This is an optimization exercise on Yosys and OpenROAD, whose aim is small area, a short achievable clock period and few clock cycles per item, not a production implementation. At most, simulation tests tie the RTL to the original design; equivalence was not proved.

==> delta <==
==> flow/design.v <==
package stac_pkg;
	localparam int DEFAULT_TABLE_DEPTH = 16;
	localparam int COEF_W = 16;
	localparam int EXP_W = 8;
	typedef enum logic [1:0] {
		OP_INSERT = 2'd0,
		OP_DUMP   = 2'd1,
		OP_CLEAR  = 2'd2
	} op_t;
	typedef enum logic [1:0] {
		ST_OK    = 2'd0,
		ST_FULL  = 2'd1,
		ST_SAT   = 2'd2,
		ST_EMPTY = 2'd3
	} status_t;
	function automatic logic exp_gt(input logic [EXP_W-1:0] a, input logic [EXP_W-1:0] b);
		logic [EXP_W-1:0] g, e;
		g = a & ~b;
		e = ~(a ^ b);
		for (int d = 1; d < EXP_W; d = d * 2) begin
			for (int i = EXP_W - 1; i >= 0; i--) begin
				if ((i % (2 * d)) == (2 * d - 1)) begin
					g[i] = g[i] | (e[i] & g[i-d]);
					e[i] = e[i] & e[i-d];
				end
			end
		end
		exp_gt = g[EXP_W-1];
	endfunction
	function automatic logic [COEF_W:0] coef_add(input logic [COEF_W-1:0] a, input logic [COEF_W-1:0] b);
		logic [COEF_W-1:0] g, p, x;
		logic [COEF_W:0]   c;
		g = a & b;
		p = a ^ b;
		x = p;
		for (int d = 1; d < COEF_W; d = d * 2) begin
			for (int i = COEF_W - 1; i >= d; i--) begin
				g[i] = g[i] | (p[i] & g[i-d]);
				p[i] = p[i] & p[i-d];
			end
		end
		c = {g, 1'b0};
		coef_add = {c[COEF_W] ^ c[COEF_W-1], x ^ c[COEF_W-1:0]};
	endfunction
endpackage
module stac_cell (
	input  logic                                clk,
	input  logic        [stac_pkg::EXP_W-1:0]   in_exp,
	input  logic                                take_left,
	input  logic                                take_new,
	input  logic                                write_coef,
	input  logic        [stac_pkg::EXP_W-1:0]   left_exp,
	input  logic signed [stac_pkg::COEF_W-1:0]  left_coef,
	input  logic        [stac_pkg::EXP_W-1:0]   wr_exp,
	input  logic signed [stac_pkg::COEF_W-1:0]  wr_coef,
	output logic        [stac_pkg::EXP_W-1:0]   term_exp,
	output logic signed [stac_pkg::COEF_W-1:0]  term_coef,
	output logic                                in_gt,
	output logic                                in_eq
);
	logic        [stac_pkg::EXP_W-1:0]  exp_q;
	logic signed [stac_pkg::COEF_W-1:0] coef_q;
	assign in_gt = stac_pkg::exp_gt(exp_q, in_exp);
	assign in_eq = exp_q == in_exp;
	always_ff @(posedge clk) begin
		if (take_left || take_new) begin
			exp_q <= take_left ? left_exp : wr_exp;
		end
		if (take_left || write_coef) begin
			coef_q <= write_coef ? wr_coef : left_coef;
		end
	end
	assign term_exp  = exp_q;
	assign term_coef = coef_q;
endmodule
module sorted_term_accumulator_unit #(
	parameter int TABLE_DEPTH = stac_pkg::DEFAULT_TABLE_DEPTH
) (
	input  logic                                clk,
	input  logic                                arst_n,
	input  logic                                in_valid,
	output logic                                in_stall,
	input  logic        [1:0]                   opcode,
	input  logic signed [stac_pkg::COEF_W-1:0]  coefficient,
	input  logic        [stac_pkg::EXP_W-1:0]   exponent,
	output logic                                out_valid,
	input  logic                                out_stall,
	output logic signed [stac_pkg::COEF_W-1:0]  term_coefficient,
	output logic        [stac_pkg::EXP_W-1:0]   term_exponent,
	output logic        [1:0]                   status,
	output logic                                last
);
	localparam int N  = TABLE_DEPTH;
	localparam int CW = stac_pkg::COEF_W;
	localparam int EW = stac_pkg::EXP_W;
	logic                 item_v_q;
	logic [1:0]           item_op_q;
	logic signed [CW-1:0] item_c_q;
	logic [EW-1:0]        item_e_q;
	logic [N-1:0]         item_gt_q;    
	logic [N-1:0]         item_sel_q;   
	logic                 item_eq_q;    
	logic [N-1:0]         valid_q;      
	logic                 m_v_q;
	logic                 m_write_q;    
	logic                 m_term_q;     
	logic [N-1:0]         m_sel_q;
	logic signed [CW-1:0] m_sum_q;
	logic                 m_ovf_q;      
	logic                 m_neg_q;
	logic [EW-1:0]        m_exp_q;
	stac_pkg::status_t    m_status_q;
	logic                 m_last_q;
	logic adv, exec, done, accept, dump_step;
	logic is_ins, is_dump, is_clear, nz, empty, full, last_term, item_last;
	logic place, wipe, ins_new, ins_merge, m_wr, fwd;
	logic [N-1:0]         valid_w, valid_d, lt_v, left_v, new_v, tgt_v, sel_next;
	logic [N-1:0]         in_gt_v, in_eq_v, nxt_gt_v, nxt_eq_v, sel_d;
	logic                 run_gt, run_eq;
	logic [EW-1:0]        cexp  [N];
	logic signed [CW-1:0] ccoef [N];
	logic signed [CW-1:0] rd_coef;
	logic [EW-1:0]        rd_exp;
	logic [CW:0]          sum;
	logic                 ovf;
	logic signed [CW-1:0] opa, opb, wr_coef;
	stac_pkg::status_t    item_status;
	assign adv       = !(m_v_q && out_stall);
	assign exec      = item_v_q && adv;
	assign is_ins    = item_op_q == stac_pkg::OP_INSERT;
	assign is_dump   = item_op_q == stac_pkg::OP_DUMP;
	assign is_clear  = item_op_q == stac_pkg::OP_CLEAR;
	assign nz        = item_c_q != '0;
	assign empty     = !valid_q[0];
	assign full      = valid_q[N-1];
	assign sel_next  = {item_sel_q[N-2:0], 1'b0};
	assign last_term = (sel_next & valid_q) == '0;
	assign item_last = !is_dump || empty || last_term;
	assign done      = exec && item_last;
	assign dump_step = exec && !item_last;
	assign in_stall  = (item_v_q && m_v_q && out_stall) || (item_v_q && !item_last);
	assign accept    = in_valid && !in_stall;
	assign place     = item_v_q && is_ins && nz && !item_eq_q && !full;
	assign wipe      = item_v_q && is_clear;
	assign ins_new   = place && adv;
	assign ins_merge = exec && is_ins && nz && item_eq_q;
	assign lt_v   = valid_q & ~item_gt_q;
	assign left_v = {lt_v[N-2:0], 1'b0};
	assign new_v  = ~item_gt_q & {item_gt_q[N-2:0], 1'b1};
	always_comb begin
		valid_w = valid_q;
		if (wipe)
			valid_w = '0;
		else if (place)
			valid_w = {valid_q[N-2:0], 1'b1};
	end
	assign valid_d = adv ? valid_w : valid_q;
	assign m_wr = m_v_q && adv && m_write_q;
	always_comb begin
		for (int i = 0; i < N; i++) begin
			if (ins_new && left_v[i])
				tgt_v[i] = m_sel_q[(i > 0) ? i - 1 : 0];
			else if (ins_new && new_v[i])
				tgt_v[i] = 1'b0;
			else
				tgt_v[i] = m_sel_q[i];
		end
	end
	for (genvar g = 0; g < N; g++) begin : g_cell
		logic [EW-1:0]        l_exp;
		logic signed [CW-1:0] l_coef;
		if (g == 0) begin : g_first
			assign l_exp  = item_e_q;
			assign l_coef = wr_coef;
		end else begin : g_rest
			assign l_exp  = cexp[g-1];
			assign l_coef = ccoef[g-1];
		end
		stac_cell u_cell (
			.clk        (clk),
			.in_exp     (exponent),
			.take_left  (ins_new && left_v[g]),
			.take_new   (ins_new && new_v[g]),
			.write_coef (m_wr && tgt_v[g]),
			.left_exp   (l_exp),
			.left_coef  (l_coef),
			.wr_exp     (item_e_q),
			.wr_coef    (wr_coef),
			.term_exp   (cexp[g]),
			.term_coef  (ccoef[g]),
			.in_gt      (in_gt_v[g]),
			.in_eq      (in_eq_v[g])
		);
	end
	assign run_gt = stac_pkg::exp_gt(item_e_q, exponent);
	assign run_eq = item_e_q == exponent;
	always_comb begin
		for (int i = 0; i < N; i++) begin
			if (i > 0 && place && left_v[i]) begin
				nxt_gt_v[i] = in_gt_v[(i > 0) ? i - 1 : 0];
				nxt_eq_v[i] = in_eq_v[(i > 0) ? i - 1 : 0];
			end else if (place && new_v[i]) begin
				nxt_gt_v[i] = run_gt;
				nxt_eq_v[i] = run_eq;
			end else begin
				nxt_gt_v[i] = in_gt_v[i];
				nxt_eq_v[i] = in_eq_v[i];
			end
		end
		nxt_gt_v = nxt_gt_v & valid_w;
		nxt_eq_v = nxt_eq_v & valid_w;
	end
	always_comb begin
		if (item_v_q && !item_last)
			sel_d = sel_next;
		else if (opcode == stac_pkg::OP_DUMP)
			sel_d = N'(1);
		else
			sel_d = nxt_eq_v;
	end
	always_comb begin
		rd_coef = '0;
		rd_exp  = '0;
		for (int i = 0; i < N; i++) begin
			rd_coef = rd_coef | (ccoef[i] & {CW{item_sel_q[i]}});
			rd_exp  = rd_exp  | (cexp[i]  & {EW{item_sel_q[i]}});
		end
	end
	assign fwd = m_v_q && m_write_q && ((m_sel_q & item_sel_q) != '0);
	assign opa = fwd ? wr_coef : rd_coef;
	assign opb = is_ins ? item_c_q : '0;
	assign sum = stac_pkg::coef_add(opa, opb);
	assign ovf = sum[CW];
	always_comb begin
		item_status = stac_pkg::ST_OK;
		if (is_ins && nz && !item_eq_q && full)
			item_status = stac_pkg::ST_FULL;
		else if (is_dump && empty)
			item_status = stac_pkg::ST_EMPTY;
	end
	assign wr_coef = m_ovf_q ? {m_neg_q, {(CW-1){~m_neg_q}}} : m_sum_q;
	always_ff @(posedge clk or negedge arst_n) begin
		if (!arst_n) begin
			item_v_q <= 1'b0;
			valid_q  <= '0;
			m_v_q    <= 1'b0;
		end else begin
			if (accept)
				item_v_q <= 1'b1;
			else if (done)
				item_v_q <= 1'b0;
			valid_q <= valid_d;
			if (adv)
				m_v_q <= item_v_q;
		end
	end
	always_ff @(posedge clk) begin
		if (accept) begin
			item_op_q <= opcode;
			item_c_q  <= coefficient;
			item_e_q  <= exponent;
			item_gt_q <= nxt_gt_v;
			item_eq_q <= |nxt_eq_v;
		end
		if (accept || dump_step)
			item_sel_q <= sel_d;
		if (exec) begin
			m_write_q  <= ins_merge || ins_new;
			m_term_q   <= is_dump && !empty;
			m_sel_q    <= item_eq_q ? item_sel_q : new_v;
			m_sum_q    <= sum[CW-1:0];
			m_ovf_q    <= ovf;
			m_neg_q    <= item_c_q[CW-1];
			m_exp_q    <= rd_exp;
			m_status_q <= item_status;
			m_last_q   <= item_last;
		end
	end
	assign out_valid        = m_v_q;
	assign term_coefficient = m_term_q ? m_sum_q : '0;
	assign term_exponent    = m_term_q ? m_exp_q : '0;
	assign status           = m_ovf_q ? stac_pkg::ST_SAT : m_status_q;
	assign last             = m_last_q;
endmodule
==> flow/run.sh <==
#!/bin/bash
# synth_recipe.tcl (not shown) runs the flow's synth.tcl, then flattens the netlist and writes it again
# the make line also repeats each setting of config.mk as NAME=value (left out here)
make -C /OpenROAD-flow-scripts/flow DESIGN_CONFIG=/design/flow/config.mk WORK_HOME=/design/flow/orfs CLKGATE_MAP_FILE= SYNTH_SCRIPT=/design/flow/synth_recipe.tcl finish
==> flow/config.mk <==
export PLATFORM = sky130hd
export DESIGN_NAME = sorted_term_accumulator_unit
export DESIGN_NICKNAME = sorted_term_accumulator_unit
export VERILOG_FILES = /design/flow/design.v
export SDC_FILE = /design/flow/constraint.sdc
export NUM_CORES = 4
export LEC_CHECK = 0
export CAP_MARGIN = 20
export CORE_MARGIN = 2
export CORE_UTILIZATION = 40
export CTS_BUF_LIST = sky130_fd_sc_hd__clkbuf_8
export CTS_CLUSTER_SIZE = 30
export SETUP_SLACK_MARGIN = 3.0
export SLEW_MARGIN = 20
==> flow/constraint.sdc <==
create_clock -name core_clock -period 6.0 [get_ports {clk}]
set_input_delay 1.2000 -clock core_clock [delete_from_list [all_inputs] [get_ports {clk}]]
set_output_delay 1.2000 -clock core_clock [all_outputs]
set_load 0.01 [all_outputs]
==> zinc (differences from delta) <==
--- a/flow/design.v
+++ b/flow/design.v
@@ -99,3 +99,2 @@
 	logic [EW-1:0]        item_e_q;
-	logic [N-1:0]         item_gt_q;    
 	logic [N-1:0]         item_sel_q;   
@@ -103,2 +102,3 @@
 	logic [N-1:0]         valid_q;      
+	logic                 hold_q;       
 	logic                 m_v_q;
@@ -107,5 +107,4 @@
 	logic [N-1:0]         m_sel_q;
-	logic signed [CW-1:0] m_sum_q;
-	logic                 m_ovf_q;      
-	logic                 m_neg_q;
+	logic signed [CW-1:0] m_rd_q;       
+	logic signed [CW-1:0] m_c_q;        
 	logic [EW-1:0]        m_exp_q;
@@ -113,6 +112,11 @@
 	logic                 m_last_q;
-	logic adv, exec, done, accept, dump_step;
-	logic is_ins, is_dump, is_clear, nz, empty, full, last_term, item_last;
+	logic                 out_valid_q;
+	logic signed [CW-1:0] res_coef_q;
+	logic [EW-1:0]        res_exp_q;
+	stac_pkg::status_t    res_status_q;
+	logic                 res_last_q;
+	logic adv, exec, done, accept, dump_step, hold_d;
+	logic is_ins, is_dump, is_clear, nz, empty, full;
 	logic place, wipe, ins_new, ins_merge, m_wr, fwd;
-	logic [N-1:0]         valid_w, valid_d, lt_v, left_v, new_v, tgt_v, sel_next;
+	logic [N-1:0]         valid_w, valid_d, ge_v, lt_v, left_v, new_v, tgt_v, sel_next;
 	logic [N-1:0]         in_gt_v, in_eq_v, nxt_gt_v, nxt_eq_v, sel_d;
@@ -125,5 +129,5 @@
 	logic                 ovf;
-	logic signed [CW-1:0] opa, opb, wr_coef;
+	logic signed [CW-1:0] wr_coef;
 	stac_pkg::status_t    item_status;
-	assign adv       = !(m_v_q && out_stall);
+	assign adv       = !(out_valid_q && out_stall);
 	assign exec      = item_v_q && adv;
@@ -136,8 +140,16 @@
 	assign sel_next  = {item_sel_q[N-2:0], 1'b0};
-	assign last_term = (sel_next & valid_q) == '0;
-	assign item_last = !is_dump || empty || last_term;
-	assign done      = exec && item_last;
-	assign dump_step = exec && !item_last;
-	assign in_stall  = (item_v_q && m_v_q && out_stall) || (item_v_q && !item_last);
+	assign done      = exec && !hold_q;
+	assign dump_step = exec && hold_q;
+	assign in_stall  = hold_q || (item_v_q && out_valid_q && out_stall);
 	assign accept    = in_valid && !in_stall;
+	always_comb begin
+		if (dump_step)
+			hold_d = (({sel_next[N-2:0], 1'b0}) & valid_q) != '0;
+		else if (accept)
+			hold_d = (opcode == stac_pkg::OP_DUMP) && valid_w[1];
+		else if (exec)
+			hold_d = 1'b0;
+		else
+			hold_d = hold_q;
+	end
 	assign place     = item_v_q && is_ins && nz && !item_eq_q && !full;
@@ -146,5 +158,10 @@
 	assign ins_merge = exec && is_ins && nz && item_eq_q;
-	assign lt_v   = valid_q & ~item_gt_q;
+	always_comb begin
+		ge_v = item_sel_q;
+		for (int d = 1; d < N; d = d * 2)
+			ge_v = ge_v | (ge_v << d);
+	end
+	assign lt_v   = valid_q & ge_v;
 	assign left_v = {lt_v[N-2:0], 1'b0};
-	assign new_v  = ~item_gt_q & {item_gt_q[N-2:0], 1'b1};
+	assign new_v  = item_sel_q;
 	always_comb begin
@@ -213,3 +230,3 @@
 	always_comb begin
-		if (item_v_q && !item_last)
+		if (hold_q)
 			sel_d = sel_next;
@@ -218,3 +235,3 @@
 		else
-			sel_d = nxt_eq_v;
+			sel_d = ~nxt_gt_v & {nxt_gt_v[N-2:0], 1'b1};
 	end
@@ -229,6 +246,2 @@
 	assign fwd = m_v_q && m_write_q && ((m_sel_q & item_sel_q) != '0);
-	assign opa = fwd ? wr_coef : rd_coef;
-	assign opb = is_ins ? item_c_q : '0;
-	assign sum = stac_pkg::coef_add(opa, opb);
-	assign ovf = sum[CW];
 	always_comb begin
@@ -240,3 +253,5 @@
 	end
-	assign wr_coef = m_ovf_q ? {m_neg_q, {(CW-1){~m_neg_q}}} : m_sum_q;
+	assign sum     = stac_pkg::coef_add(m_rd_q, m_c_q);
+	assign ovf     = sum[CW];
+	assign wr_coef = ovf ? {m_c_q[CW-1], {(CW-1){~m_c_q[CW-1]}}} : sum[CW-1:0];
 	always_ff @(posedge clk or negedge arst_n) begin
@@ -244,4 +259,6 @@
 			item_v_q <= 1'b0;
+			hold_q   <= 1'b0;
 			valid_q  <= '0;
 			m_v_q    <= 1'b0;
+			out_valid_q <= 1'b0;
 		end else begin
@@ -252,4 +269,7 @@
 			valid_q <= valid_d;
+			hold_q  <= hold_d;
 			if (adv)
 				m_v_q <= item_v_q;
+			if (adv)
+				out_valid_q <= m_v_q;
 		end
@@ -261,3 +281,2 @@
 			item_e_q  <= exponent;
-			item_gt_q <= nxt_gt_v;
 			item_eq_q <= |nxt_eq_v;
@@ -269,16 +288,21 @@
 			m_term_q   <= is_dump && !empty;
-			m_sel_q    <= item_eq_q ? item_sel_q : new_v;
-			m_sum_q    <= sum[CW-1:0];
-			m_ovf_q    <= ovf;
-			m_neg_q    <= item_c_q[CW-1];
+			m_sel_q    <= item_sel_q;
+			m_rd_q     <= (is_ins && !item_eq_q) ? '0 : (fwd ? wr_coef : rd_coef);
+			m_c_q      <= is_ins ? item_c_q : '0;
 			m_exp_q    <= rd_exp;
 			m_status_q <= item_status;
-			m_last_q   <= item_last;
-		end
-	end
-	assign out_valid        = m_v_q;
-	assign term_coefficient = m_term_q ? m_sum_q : '0;
-	assign term_exponent    = m_term_q ? m_exp_q : '0;
-	assign status           = m_ovf_q ? stac_pkg::ST_SAT : m_status_q;
-	assign last             = m_last_q;
+			m_last_q   <= !hold_q;
+		end
+		if (adv && m_v_q) begin
+			res_coef_q   <= m_term_q ? m_rd_q : '0;
+			res_exp_q    <= m_term_q ? m_exp_q : '0;
+			res_status_q <= ovf ? stac_pkg::ST_SAT : m_status_q;
+			res_last_q   <= m_last_q;
+		end
+	end
+	assign out_valid        = out_valid_q;
+	assign term_coefficient = res_coef_q;
+	assign term_exponent    = res_exp_q;
+	assign status           = res_status_q;
+	assign last             = res_last_q;
 endmodule
==> raven (differences from delta) <==
--- a/flow/design.v
+++ b/flow/design.v
@@ -99,3 +99,2 @@
 	logic [EW-1:0]        item_e_q;
-	logic [N-1:0]         item_gt_q;    
 	logic [N-1:0]         item_sel_q;   
@@ -103,2 +102,3 @@
 	logic [N-1:0]         valid_q;      
+	logic                 hold_q;       
 	logic                 m_v_q;
@@ -107,5 +107,4 @@
 	logic [N-1:0]         m_sel_q;
-	logic signed [CW-1:0] m_sum_q;
-	logic                 m_ovf_q;      
-	logic                 m_neg_q;
+	logic signed [CW-1:0] m_rd_q;       
+	logic signed [CW-1:0] m_c_q;        
 	logic [EW-1:0]        m_exp_q;
@@ -113,6 +112,11 @@
 	logic                 m_last_q;
-	logic adv, exec, done, accept, dump_step;
-	logic is_ins, is_dump, is_clear, nz, empty, full, last_term, item_last;
+	logic                 out_valid_q;
+	logic signed [CW-1:0] res_coef_q;
+	logic [EW-1:0]        res_exp_q;
+	stac_pkg::status_t    res_status_q;
+	logic                 res_last_q;
+	logic adv, exec, done, accept, dump_step, hold_d;
+	logic is_ins, is_dump, is_clear, nz, empty, full;
 	logic place, wipe, ins_new, ins_merge, m_wr, fwd;
-	logic [N-1:0]         valid_w, valid_d, lt_v, left_v, new_v, tgt_v, sel_next;
+	logic [N-1:0]         valid_w, valid_d, ge_v, lt_v, left_v, new_v, tgt_v, sel_next;
 	logic [N-1:0]         in_gt_v, in_eq_v, nxt_gt_v, nxt_eq_v, sel_d;
@@ -125,5 +129,5 @@
 	logic                 ovf;
-	logic signed [CW-1:0] opa, opb, wr_coef;
+	logic signed [CW-1:0] wr_coef;
 	stac_pkg::status_t    item_status;
-	assign adv       = !(m_v_q && out_stall);
+	assign adv       = !(out_valid_q && out_stall);
 	assign exec      = item_v_q && adv;
@@ -136,8 +140,16 @@
 	assign sel_next  = {item_sel_q[N-2:0], 1'b0};
-	assign last_term = (sel_next & valid_q) == '0;
-	assign item_last = !is_dump || empty || last_term;
-	assign done      = exec && item_last;
-	assign dump_step = exec && !item_last;
-	assign in_stall  = (item_v_q && m_v_q && out_stall) || (item_v_q && !item_last);
+	assign done      = exec && !hold_q;
+	assign dump_step = exec && hold_q;
+	assign in_stall  = hold_q || (item_v_q && out_valid_q && out_stall);
 	assign accept    = in_valid && !in_stall;
+	always_comb begin
+		if (dump_step)
+			hold_d = (({sel_next[N-2:0], 1'b0}) & valid_q) != '0;
+		else if (accept)
+			hold_d = (opcode == stac_pkg::OP_DUMP) && valid_w[1];
+		else if (exec)
+			hold_d = 1'b0;
+		else
+			hold_d = hold_q;
+	end
 	assign place     = item_v_q && is_ins && nz && !item_eq_q && !full;
@@ -146,5 +158,10 @@
 	assign ins_merge = exec && is_ins && nz && item_eq_q;
-	assign lt_v   = valid_q & ~item_gt_q;
+	always_comb begin
+		ge_v = item_sel_q;
+		for (int d = 1; d < N; d = d * 2)
+			ge_v = ge_v | (ge_v << d);
+	end
+	assign lt_v   = valid_q & ge_v;
 	assign left_v = {lt_v[N-2:0], 1'b0};
-	assign new_v  = ~item_gt_q & {item_gt_q[N-2:0], 1'b1};
+	assign new_v  = item_sel_q;
 	always_comb begin
@@ -213,3 +230,3 @@
 	always_comb begin
-		if (item_v_q && !item_last)
+		if (hold_q)
 			sel_d = sel_next;
@@ -218,3 +235,3 @@
 		else
-			sel_d = nxt_eq_v;
+			sel_d = ~nxt_gt_v & {nxt_gt_v[N-2:0], 1'b1};
 	end
@@ -229,6 +246,2 @@
 	assign fwd = m_v_q && m_write_q && ((m_sel_q & item_sel_q) != '0);
-	assign opa = fwd ? wr_coef : rd_coef;
-	assign opb = is_ins ? item_c_q : '0;
-	assign sum = stac_pkg::coef_add(opa, opb);
-	assign ovf = sum[CW];
 	always_comb begin
@@ -240,3 +253,5 @@
 	end
-	assign wr_coef = m_ovf_q ? {m_neg_q, {(CW-1){~m_neg_q}}} : m_sum_q;
+	assign sum     = stac_pkg::coef_add(m_rd_q, m_c_q);
+	assign ovf     = sum[CW];
+	assign wr_coef = ovf ? {m_c_q[CW-1], {(CW-1){~m_c_q[CW-1]}}} : sum[CW-1:0];
 	always_ff @(posedge clk or negedge arst_n) begin
@@ -244,4 +259,6 @@
 			item_v_q <= 1'b0;
+			hold_q   <= 1'b0;
 			valid_q  <= '0;
 			m_v_q    <= 1'b0;
+			out_valid_q <= 1'b0;
 		end else begin
@@ -252,4 +269,7 @@
 			valid_q <= valid_d;
+			hold_q  <= hold_d;
 			if (adv)
 				m_v_q <= item_v_q;
+			if (adv)
+				out_valid_q <= m_v_q;
 		end
@@ -261,3 +281,2 @@
 			item_e_q  <= exponent;
-			item_gt_q <= nxt_gt_v;
 			item_eq_q <= |nxt_eq_v;
@@ -269,16 +288,21 @@
 			m_term_q   <= is_dump && !empty;
-			m_sel_q    <= item_eq_q ? item_sel_q : new_v;
-			m_sum_q    <= sum[CW-1:0];
-			m_ovf_q    <= ovf;
-			m_neg_q    <= item_c_q[CW-1];
+			m_sel_q    <= item_sel_q;
+			m_rd_q     <= (is_ins && !item_eq_q) ? '0 : (fwd ? wr_coef : rd_coef);
+			m_c_q      <= is_ins ? item_c_q : '0;
 			m_exp_q    <= rd_exp;
 			m_status_q <= item_status;
-			m_last_q   <= item_last;
-		end
-	end
-	assign out_valid        = m_v_q;
-	assign term_coefficient = m_term_q ? m_sum_q : '0;
-	assign term_exponent    = m_term_q ? m_exp_q : '0;
-	assign status           = m_ovf_q ? stac_pkg::ST_SAT : m_status_q;
-	assign last             = m_last_q;
+			m_last_q   <= !hold_q;
+		end
+		if (adv && m_v_q) begin
+			res_coef_q   <= m_term_q ? m_rd_q : '0;
+			res_exp_q    <= m_term_q ? m_exp_q : '0;
+			res_status_q <= ovf ? stac_pkg::ST_SAT : m_status_q;
+			res_last_q   <= m_last_q;
+		end
+	end
+	assign out_valid        = out_valid_q;
+	assign term_coefficient = res_coef_q;
+	assign term_exponent    = res_exp_q;
+	assign status           = res_status_q;
+	assign last             = res_last_q;
 endmodule
--- a/flow/config.mk
+++ b/flow/config.mk
@@ -9,3 +9,3 @@
 export CORE_MARGIN = 2
-export CORE_UTILIZATION = 40
+export CORE_UTILIZATION = 55
 export CTS_BUF_LIST = sky130_fd_sc_hd__clkbuf_8
@@ -14 +14,2 @@
 export SLEW_MARGIN = 20
+export TNS_END_PERCENT = 10
==> metrics.md <==
| Metric | Value |
|---|---|
| Status | `finished clean` |
| Worst Max-Slew Pin Slew | `1.12 ns` |
| Post-synthesis compound-gate area fraction | `around a fifth` |
| Nonclk inv count | `44` |
the above is filed under delta

==> metrics.md <==
| Metric | Value |
|---|---|
| Status | `finished clean` |
| Post-synthesis compound-gate area fraction | `18.4%` |
| Worst Max-Slew Pin Slew | `1.17 ns` |
| Sequential share of cell area | `between 40% and 50%` |
| Post-DRT Antenna Nets | `0` |
| R2r startpoint | `m_rd_q[2]` |
| Worst setup EP type | `flop` |
| Layout filler cell count | `6269` |
the above is filed under zinc

==> metrics.md <==
| Metric | Value |
|---|---|
| Nonclk inv count | `52` |
| Post-synthesis compound-gate area fraction | `18.4%` |
| Status | `finished clean` |
| H-tree levels | `3` |
| Reg area | `16000 sq um` |
the above is filed under raven

Testbench counts of zinc, summed over its fixed seeds: cycles 8,948, items 5,750.
Testbench counts of raven, summed over its fixed seeds: cycles 8,948, items 5,750.
Function not checked in delta: the RTL went through the layout flow alone.

## afterwards: timing with drivers on the ports
The results above use ideal ports. As a check the final layouts listed here were re-extracted and re-timed, cells and wires unchanged. Step 1, drivers: a clkbuf_16 drives clk and a buf_2 each remaining input, both assumed. Step 2 moves the port delays by t, midway between the first and last clock arrival at a register: inputs arrive t later, outputs are due t later. That takes back most of the time a late clock gives input paths. a / b / c = no drivers / after step 1 / after step 2; a / b = the first two.
run	shift t [ns]	slack for setup (ns)	worst register clock-pin slew, ns
delta	0.762	2.059 / 2.059 / 2.031	0.07 / 0.07
zinc	0.783	2.605 / 2.605 / 2.281	0.07 / 0.07
raven	0.756	2.485 / 2.485 / 1.866	0.07 / 0.07
After both steps setup and hold are still met in every run listed. For raven, which loses most, drivers alone change the setup slack by 0.000 ns; drivers and shift together by -0.619 ns.
